Background: an optimization exercise with open tools, aiming at small area, a short achievable clock period and few clock cycles per item. Do not read the settings as production practice.

==> 07-07: inputs <==
==> flow/design.v (excerpt) <==
module wallace_mac (
    input  wire        clk,
    input  wire        arst_n,
    input  wire        req,
    output logic       ack,
    input  wire [15:0] a,
    input  wire [15:0] b,
    input  wire [31:0] acc,
    input  wire        cin,
    output logic [32:0] result
);
    always_ff @(posedge clk or negedge arst_n) begin
        if (!arst_n) ack <= 1'b0;
        else         ack <= req;
    end
    wire pp_0_0;
    wire pp_0_1;
    wire pp_0_2;
    wire pp_0_3;
    wire pp_0_4;
    wire pp_0_5;
    wire pp_0_6;
    wire pp_0_7;
    wire pp_0_8;
    wire pp_0_9;
    wire pp_0_10;
    wire pp_0_11;
    wire pp_0_12;
    wire pp_0_13;
    wire pp_0_14;
    wire pp_0_15;
    wire pp_1_0;
    wire pp_1_1;
    wire pp_1_2;
    wire pp_1_3;
    wire pp_1_4;
    wire pp_1_5;
    wire pp_1_6;
    wire pp_1_7;
    wire pp_1_8;
    wire pp_1_9;
    wire pp_1_10;
    wire pp_1_11;
    wire pp_1_12;
    wire pp_1_13;
    wire pp_1_14;
    wire pp_1_15;
    wire pp_2_0;
    wire pp_2_1;
    wire pp_2_2;
    wire pp_2_3;
    wire pp_2_4;
    wire pp_2_5;
    wire pp_2_6;
    wire pp_2_7;
    wire pp_2_8;
    wire pp_2_9;
    wire pp_2_10;
    wire pp_2_11;
    wire pp_2_12;
    wire pp_2_13;
    wire pp_2_14;
    wire pp_2_15;
    wire pp_3_0;
    wire pp_3_1;
    wire pp_3_2;
    wire pp_3_3;
    wire pp_3_4;
    wire pp_3_5;
    wire pp_3_6;
    wire pp_3_7;
    wire pp_3_8;
  ...
export LEC_CHECK = 0
export CAP_MARGIN = 20
export CORE_MARGIN = 2
export CORE_UTILIZATION = 40
export CTS_BUF_LIST = sky130_fd_sc_hd__clkbuf_8
export SETUP_SLACK_MARGIN = 2.0
export SLEW_MARGIN = 20
export SYNTH_HIERARCHICAL = 1
export SYNTH_MINIMUM_KEEP_SIZE = 0
create_clock -name core_clock -period 6.0 [get_ports {clk}]
standard.sh (not shown) runs the stock make flow with config.mk's settings and CLKGATE_MAP_FILE= SYNTH_SCRIPT=/design/flow/synth_recipe.tcl, a recipe that flattens the netlist after the stock synthesis.
==> flow/flow/run.sh <==
#!/bin/bash
# The standard layout (the standard.sh: ORFS synthesis and place and route,
# unchanged), except that the port buffers that global placement inserts on
# every input and output use a plain buffer cell rather than the delay cell
# the resizer would pick by default.
set -euo pipefail
export BUFFER_PORTS_ARGS="-buffer_cell ${PORT_BUFFER:-sky130_fd_sc_hd__buf_2}"
bash standard.sh > standard_flow.log 2>&1
==> 11-01: changes against 07-07 <==
--- a/flow/design.v
+++ b/flow/design.v
@@ -1105,12 +1105,24 @@
     wire s_27;
     wire s_28;
     wire s_29;
     wire s_30;
     wire s_31;
     wire s_32;
+    logic r_fc_148;
+    logic r_fs_150;
+    logic r_fc_149;
+    logic r_fs_152;
+    logic r_fc_150;
+    logic r_fc_151;
+    logic r_fs_137;
+    logic r_fc_179;
+    logic r_fs_180;
+    logic r_fs_139;
+    logic r_fc_180;
+    logic r_fs_181;
     logic r_fs_141;
     logic r_fc_181;
     logic r_fs_182;
     logic r_fs_143;
     logic r_fc_182;
     logic r_fs_183;
@@ -1122,41 +1134,35 @@
     logic r_fs_185;
     logic r_fs_149;
     logic r_fc_185;
     logic r_fs_186;
     logic r_fs_151;
     logic r_fc_186;
-    logic r_fs_187;
     logic r_fs_153;
-    logic r_fc_187;
-    logic r_fs_188;
     logic r_fs_155;
-    logic r_fc_188;
     logic r_fs_189;
     logic r_fc_155;
     logic r_fc_189;
     logic r_fs_190;
     logic r_fc_157;
     logic r_fs_191;
     logic r_fc_190;
+    logic r_fs_161;
+    logic r_fc_191;
+    logic r_fs_192;
+    logic r_fs_163;
+    logic r_fc_192;
+    logic r_fs_193;
     logic r_fs_199;
     logic r_fc_203;
     logic r_fs_204;
     logic r_fc_204;
     logic r_fs_205;
     logic r_fc_205;
     logic r_fs_206;
     logic r_fc_206;
-    logic r_fs_207;
-    logic r_fc_207;
-    logic r_fs_208;
-    logic r_fc_208;
-    logic r_fs_219;
-    logic r_fc_219;
-    logic r_fs_220;
-    logic r_fc_220;
     logic r_fs_221;
     logic r_fs_222;
     logic r_fc_221;
     logic r_fs_223;
     logic r_fc_222;
     logic r_fs_224;
@@ -1166,18 +1172,19 @@
     logic r_fs_226;
     logic r_fc_225;
     logic r_nacc_31;
     logic r_fc_226;
     logic r_G3_7;
     logic r_p0_1;
+    logic r_p0_7;
+    logic r_G3_6;
     logic r_s_2;
     logic r_s_3;
     logic r_s_4;
     logic r_s_5;
     logic r_s_6;
-    logic r_s_7;
     assign pp_0_0 = ~(a[0] & b[0]);
     assign pp_0_1 = ~(a[0] & b[1]);
     assign pp_0_2 = ~(a[0] & b[2]);
     assign pp_0_3 = ~(a[0] & b[3]);
     assign pp_0_4 = ~(a[0] & b[4]);
     assign pp_0_5 = ~(a[0] & b[5]);
@@ -1671,14 +1678,12 @@
     mac_fa u_fa_181 (.x(fc_136), .y(fc_137), .z(fs_138), .s(fs_181), .c(fc_181));
     mac_fa u_fa_182 (.x(fc_138), .y(fs_140), .z(fc_139), .s(fs_182), .c(fc_182));
     mac_fa u_fa_183 (.x(fc_140), .y(fs_142), .z(fc_141), .s(fs_183), .c(fc_183));
     mac_fa u_fa_184 (.x(fc_142), .y(fs_144), .z(fc_143), .s(fs_184), .c(fc_184));
     mac_fa u_fa_185 (.x(fc_144), .y(fc_145), .z(fs_146), .s(fs_185), .c(fc_185));
     mac_fa u_fa_186 (.x(fc_146), .y(fs_148), .z(fc_147), .s(fs_186), .c(fc_186));
-    mac_fa u_fa_187 (.x(fc_148), .y(fs_150), .z(fc_149), .s(fs_187), .c(fc_187));
-    mac_fa u_fa_188 (.x(fs_152), .y(fc_150), .z(fc_151), .s(fs_188), .c(fc_188));
     mac_fa u_fa_189 (.x(fc_152), .y(fs_154), .z(fc_153), .s(fs_189), .c(fc_189));
     mac_fa u_fa_190 (.x(fc_154), .y(fs_156), .z(fs_157), .s(fs_190), .c(fc_190));
     mac_fa u_fa_191 (.x(fc_156), .y(fs_158), .z(fs_159), .s(fs_191), .c(fc_191));
     mac_fa u_fa_192 (.x(fs_160), .y(fc_158), .z(fc_159), .s(fs_192), .c(fc_192));
     mac_fa u_fa_193 (.x(fc_160), .y(fs_162), .z(fc_161), .s(fs_193), .c(fc_193));
     mac_fa u_fa_194 (.x(fc_162), .y(fs_164), .z(fs_165), .s(fs_194), .c(fc_194));
@@ -1697,16 +1702,12 @@
     mac_fa u_fa_201 (.x(hs_10), .y(fc_173), .z(fs_174), .s(fs_201), .c(fc_201));
     mac_fa u_fa_202 (.x(fc_174), .y(fs_128), .z(fs_175), .s(fs_202), .c(fc_202));
     mac_fa u_fa_203 (.x(fs_129), .y(fc_175), .z(fs_176), .s(fs_203), .c(fc_203));
     mac_fa u_fa_204 (.x(fc_176), .y(fs_131), .z(fs_177), .s(fs_204), .c(fc_204));
     mac_fa u_fa_205 (.x(fc_177), .y(fs_133), .z(fs_178), .s(fs_205), .c(fc_205));
     mac_fa u_fa_206 (.x(fs_135), .y(fc_178), .z(fs_179), .s(fs_206), .c(fc_206));
-    mac_fa u_fa_207 (.x(fs_137), .y(fc_179), .z(fs_180), .s(fs_207), .c(fc_207));
-    mac_fa u_fa_208 (.x(fs_139), .y(fc_180), .z(fs_181), .s(fs_208), .c(fc_208));
-    mac_fa u_fa_219 (.x(fs_161), .y(fc_191), .z(fs_192), .s(fs_219), .c(fc_219));
-    mac_fa u_fa_220 (.x(fs_163), .y(fc_192), .z(fs_193), .s(fs_220), .c(fc_220));
     mac_fa u_fa_221 (.x(fc_163), .y(fc_193), .z(fs_194), .s(fs_221), .c(fc_221));
     mac_fa u_fa_222 (.x(fc_165), .y(fs_195), .z(fc_194), .s(fs_222), .c(fc_222));
     mac_fa u_fa_223 (.x(fs_169), .y(fc_195), .z(fs_196), .s(fs_223), .c(fc_223));
     mac_fa u_fa_224 (.x(fc_169), .y(fs_197), .z(fc_196), .s(fs_224), .c(fc_224));
     mac_fa u_fa_225 (.x(fc_170), .y(fs_198), .z(fc_197), .s(fs_225), .c(fc_225));
     mac_fa u_fa_226 (.x(nacc_30), .y(pp_15_15), .z(fc_198), .s(fs_226), .c(fc_226));
@@ -1748,14 +1749,25 @@
     mac_aoi21 u_G3_7 (.a(P2_7), .b(G2_3), .c(G2_7), .y(G3_7));
     assign s_2 = ~(p0_2 ^ G1_1);
     assign s_3 = p0_3 ^ G2_2;
     assign s_4 = ~(p0_4 ^ G2_3);
     assign s_5 = p0_5 ^ G3_4;
     assign s_6 = p0_6 ^ G3_5;
-    assign s_7 = p0_7 ^ G3_6;
     always_ff @(posedge clk) begin
+        r_fc_148 <= fc_148;
+        r_fs_150 <= fs_150;
+        r_fc_149 <= fc_149;
+        r_fs_152 <= fs_152;
+        r_fc_150 <= fc_150;
+        r_fc_151 <= fc_151;
+        r_fs_137 <= fs_137;
+        r_fc_179 <= fc_179;
+        r_fs_180 <= fs_180;
+        r_fs_139 <= fs_139;
+        r_fc_180 <= fc_180;
+        r_fs_181 <= fs_181;
         r_fs_141 <= fs_141;
         r_fc_181 <= fc_181;
         r_fs_182 <= fs_182;
         r_fs_143 <= fs_143;
         r_fc_182 <= fc_182;
         r_fs_183 <= fs_183;
@@ -1767,41 +1779,35 @@
         r_fs_185 <= fs_185;
         r_fs_149 <= fs_149;
         r_fc_185 <= fc_185;
         r_fs_186 <= fs_186;
         r_fs_151 <= fs_151;
         r_fc_186 <= fc_186;
-        r_fs_187 <= fs_187;
         r_fs_153 <= fs_153;
-        r_fc_187 <= fc_187;
-        r_fs_188 <= fs_188;
         r_fs_155 <= fs_155;
-        r_fc_188 <= fc_188;
         r_fs_189 <= fs_189;
         r_fc_155 <= fc_155;
         r_fc_189 <= fc_189;
         r_fs_190 <= fs_190;
         r_fc_157 <= fc_157;
         r_fs_191 <= fs_191;
         r_fc_190 <= fc_190;
+        r_fs_161 <= fs_161;
+        r_fc_191 <= fc_191;
+        r_fs_192 <= fs_192;
+        r_fs_163 <= fs_163;
+        r_fc_192 <= fc_192;
+        r_fs_193 <= fs_193;
         r_fs_199 <= fs_199;
         r_fc_203 <= fc_203;
         r_fs_204 <= fs_204;
         r_fc_204 <= fc_204;
         r_fs_205 <= fs_205;
         r_fc_205 <= fc_205;
         r_fs_206 <= fs_206;
         r_fc_206 <= fc_206;
-        r_fs_207 <= fs_207;
-        r_fc_207 <= fc_207;
-        r_fs_208 <= fs_208;
-        r_fc_208 <= fc_208;
-        r_fs_219 <= fs_219;
-        r_fc_219 <= fc_219;
-        r_fs_220 <= fs_220;
-        r_fc_220 <= fc_220;
         r_fs_221 <= fs_221;
         r_fs_222 <= fs_222;
         r_fc_221 <= fc_221;
         r_fs_223 <= fs_223;
         r_fc_222 <= fc_222;
         r_fs_224 <= fs_224;
@@ -1811,42 +1817,49 @@
         r_fs_226 <= fs_226;
         r_fc_225 <= fc_225;
         r_nacc_31 <= nacc_31;
         r_fc_226 <= fc_226;
         r_G3_7 <= G3_7;
         r_p0_1 <= p0_1;
+        r_p0_7 <= p0_7;
+        r_G3_6 <= G3_6;
         r_s_2 <= s_2;
         r_s_3 <= s_3;
         r_s_4 <= s_4;
         r_s_5 <= s_5;
         r_s_6 <= s_6;
-        r_s_7 <= s_7;
     end
+    mac_fa u_fa_187 (.x(r_fc_148), .y(r_fs_150), .z(r_fc_149), .s(fs_187), .c(fc_187));
+    mac_fa u_fa_188 (.x(r_fs_152), .y(r_fc_150), .z(r_fc_151), .s(fs_188), .c(fc_188));
+    mac_fa u_fa_207 (.x(r_fs_137), .y(r_fc_179), .z(r_fs_180), .s(fs_207), .c(fc_207));
+    mac_fa u_fa_208 (.x(r_fs_139), .y(r_fc_180), .z(r_fs_181), .s(fs_208), .c(fc_208));
     mac_fa u_fa_209 (.x(r_fs_141), .y(r_fc_181), .z(r_fs_182), .s(fs_209), .c(fc_209));
     mac_fa u_fa_210 (.x(r_fs_143), .y(r_fc_182), .z(r_fs_183), .s(fs_210), .c(fc_210));
     mac_fa u_fa_211 (.x(r_fs_145), .y(r_fc_183), .z(r_fs_184), .s(fs_211), .c(fc_211));
     mac_fa u_fa_212 (.x(r_fs_147), .y(r_fc_184), .z(r_fs_185), .s(fs_212), .c(fc_212));
     mac_fa u_fa_213 (.x(r_fs_149), .y(r_fc_185), .z(r_fs_186), .s(fs_213), .c(fc_213));
-    mac_fa u_fa_214 (.x(r_fs_151), .y(r_fc_186), .z(r_fs_187), .s(fs_214), .c(fc_214));
-    mac_fa u_fa_215 (.x(r_fs_153), .y(r_fc_187), .z(r_fs_188), .s(fs_215), .c(fc_215));
-    mac_fa u_fa_216 (.x(r_fs_155), .y(r_fc_188), .z(r_fs_189), .s(fs_216), .c(fc_216));
+    mac_fa u_fa_214 (.x(r_fs_151), .y(r_fc_186), .z(fs_187), .s(fs_214), .c(fc_214));
+    mac_fa u_fa_215 (.x(r_fs_153), .y(fc_187), .z(fs_188), .s(fs_215), .c(fc_215));
+    mac_fa u_fa_216 (.x(r_fs_155), .y(fc_188), .z(r_fs_189), .s(fs_216), .c(fc_216));
     mac_fa u_fa_217 (.x(r_fc_155), .y(r_fc_189), .z(r_fs_190), .s(fs_217), .c(fc_217));
     mac_fa u_fa_218 (.x(r_fc_157), .y(r_fs_191), .z(r_fc_190), .s(fs_218), .c(fc_218));
+    mac_fa u_fa_219 (.x(r_fs_161), .y(r_fc_191), .z(r_fs_192), .s(fs_219), .c(fc_219));
+    mac_fa u_fa_220 (.x(r_fs_163), .y(r_fc_192), .z(r_fs_193), .s(fs_220), .c(fc_220));
     assign p0_0 = ~r_fs_199;
     assign g0_8 = r_fc_203 & r_fs_204;
     assign p0_8 = r_fc_203 ^ r_fs_204;
     assign g0_9 = r_fc_204 & r_fs_205;
     assign p0_9 = r_fc_204 ^ r_fs_205;
     assign g0_10 = r_fc_205 & r_fs_206;
     assign p0_10 = r_fc_205 ^ r_fs_206;
-    assign g0_11 = r_fc_206 & r_fs_207;
-    assign p0_11 = r_fc_206 ^ r_fs_207;
-    assign g0_12 = r_fc_207 & r_fs_208;
-    assign p0_12 = r_fc_207 ^ r_fs_208;
-    assign g0_13 = r_fc_208 & fs_209;
-    assign p0_13 = r_fc_208 ^ fs_209;
+    assign g0_11 = r_fc_206 & fs_207;
+    assign p0_11 = r_fc_206 ^ fs_207;
+    assign g0_12 = fc_207 & fs_208;
+    assign p0_12 = fc_207 ^ fs_208;
+    assign g0_13 = fc_208 & fs_209;
+    assign p0_13 = fc_208 ^ fs_209;
     assign g0_14 = fc_209 & fs_210;
     assign p0_14 = fc_209 ^ fs_210;
     assign g0_15 = fc_210 & fs_211;
     assign p0_15 = fc_210 ^ fs_211;
     assign g0_16 = fc_211 & fs_212;
     assign p0_16 = fc_211 ^ fs_212;
@@ -1859,18 +1872,18 @@
     assign g0_20 = fc_215 & fs_216;
     assign p0_20 = fc_215 ^ fs_216;
     assign g0_21 = fc_216 & fs_217;
     assign p0_21 = fc_216 ^ fs_217;
     assign g0_22 = fs_218 & fc_217;
     assign p0_22 = fs_218 ^ fc_217;
-    assign g0_23 = fc_218 & r_fs_219;
-    assign p0_23 = fc_218 ^ r_fs_219;
-    assign g0_24 = r_fc_219 & r_fs_220;
-    assign p0_24 = r_fc_219 ^ r_fs_220;
-    assign g0_25 = r_fc_220 & r_fs_221;
-    assign p0_25 = r_fc_220 ^ r_fs_221;
+    assign g0_23 = fc_218 & fs_219;
+    assign p0_23 = fc_218 ^ fs_219;
+    assign g0_24 = fc_219 & fs_220;
+    assign p0_24 = fc_219 ^ fs_220;
+    assign g0_25 = fc_220 & r_fs_221;
+    assign p0_25 = fc_220 ^ r_fs_221;
     assign g0_26 = r_fs_222 & r_fc_221;
     assign p0_26 = r_fs_222 ^ r_fc_221;
     assign g0_27 = r_fs_223 & r_fc_222;
     assign p0_27 = r_fs_223 ^ r_fc_222;
     assign g0_28 = r_fs_224 & r_fc_223;
     assign p0_28 = r_fs_224 ^ r_fc_223;
@@ -2027,12 +2040,13 @@
     mac_aoi21 u_G5_28 (.a(P4_28), .b(G4_15), .c(G4_28), .y(G5_28));
     mac_aoi21 u_G5_29 (.a(P4_29), .b(G4_15), .c(G4_29), .y(G5_29));
     mac_aoi21 u_G5_30 (.a(P4_30), .b(G4_15), .c(G4_30), .y(G5_30));
     mac_aoi21 u_G5_31 (.a(P4_31), .b(G4_15), .c(G4_31), .y(G5_31));
     assign s_0 = ~(p0_0 ^ 1'b1);
     assign s_1 = ~(r_p0_1 ^ 1'b1);
+    assign s_7 = r_p0_7 ^ r_G3_6;
     assign s_8 = p0_8 ^ r_G3_7;
     assign s_9 = ~(p0_9 ^ G4_8);
     assign s_10 = ~(p0_10 ^ G4_9);
     assign s_11 = ~(p0_11 ^ G4_10);
     assign s_12 = ~(p0_12 ^ G4_11);
     assign s_13 = ~(p0_13 ^ G4_12);
@@ -2052,9 +2066,9 @@
     assign s_27 = p0_27 ^ G5_26;
     assign s_28 = p0_28 ^ G5_27;
     assign s_29 = p0_29 ^ G5_28;
     assign s_30 = p0_30 ^ G5_29;
     assign s_31 = p0_31 ^ G5_30;
     assign s_32 = 1'b0 ^ G5_31;
-    assign result = {s_32, s_31, s_30, s_29, s_28, s_27, s_26, s_25, s_24, s_23, s_22, s_21, s_20, s_19, s_18, s_17, s_16, s_15, s_14, s_13, s_12, s_11, s_10, s_9, s_8, r_s_7, r_s_6, r_s_5, r_s_4, r_s_3, r_s_2, s_1, s_0};
+    assign result = {s_32, s_31, s_30, s_29, s_28, s_27, s_26, s_25, s_24, s_23, s_22, s_21, s_20, s_19, s_18, s_17, s_16, s_15, s_14, s_13, s_12, s_11, s_10, s_9, s_8, s_7, r_s_6, r_s_5, r_s_4, r_s_3, r_s_2, s_1, s_0};
 endmodule
 `default_nettype wire
==> results by group <==
Route
  – Highest signal layer in the routed design: met4

GRT
  – Met1 track utilization from global routing: about a quarter

Run status
  – Outcome: finished clean

Synth
  – Xor and xnor fraction of the mapped netlist area: 3.99%

Layout
  – Share of cell area taken by multi-input logic gates: slightly above 70%

Placed design
  – Worst Setup Slack post-DPL: roughly 1.7 ns
[end of results for 07-07]
==> results by group <==
GRT
  – Final global-route overflow total: 0

Route
  – Vias after detailed routing: between 6000 and 7000
  – Highest signal layer in the routed design: met5
  – Detailed-route vias per instance: 4.93

Placed design
  – Port-buffer cells: slightly above 100
  – HPWL reported at the end of detailed placement: between 15000 and 20000 um
  – Worst Setup Slack post-DPL: ~1.7 ns

Synth
  – Xor and xnor fraction of the mapped netlist area: about 3.9%

Floorplanning
  – Full die area: between 20000 and 30000 sq um

Layout
  – Buffers, non-clock: between 100 and 150

Run status
  – Outcome: finished clean
[end of results for 11-01]
No run of this note included a check of the RTL's function; only the layout flow was run.

==> re-timing with driven ports <==
The results above use ideal ports. As a check the final layouts listed here were re-extracted and re-timed, cells and wires unchanged.
Step 1, drivers: a clkbuf_16 drives clk and a buf_2 each remaining input, both assumed.
Step 2 moves the port delays by t, midway between the first and last clock arrival at a register: inputs arrive t later, outputs are due t later. That takes back most of the time a late clock gives input paths.
Three values: ideal ports, drivers, drivers and shift; two values: the first two.
run | t (ns) | setup slack, ns | latest minus earliest clock arrival (ns) | worst slew at a driven data input, ns
07-07 | 0.415 | 2.068 / 2.023 / 1.733 | 0.017 / 0.016 | 0.06
11-01 | 0.415 | 1.737 / 1.696 / 1.676 | 0.023 / 0.023 | 0.06
After both steps setup and hold are still met in every run listed. For 07-07, which loses most, drivers alone change the setup slack by -0.045 ns; drivers and shift together by -0.335 ns.
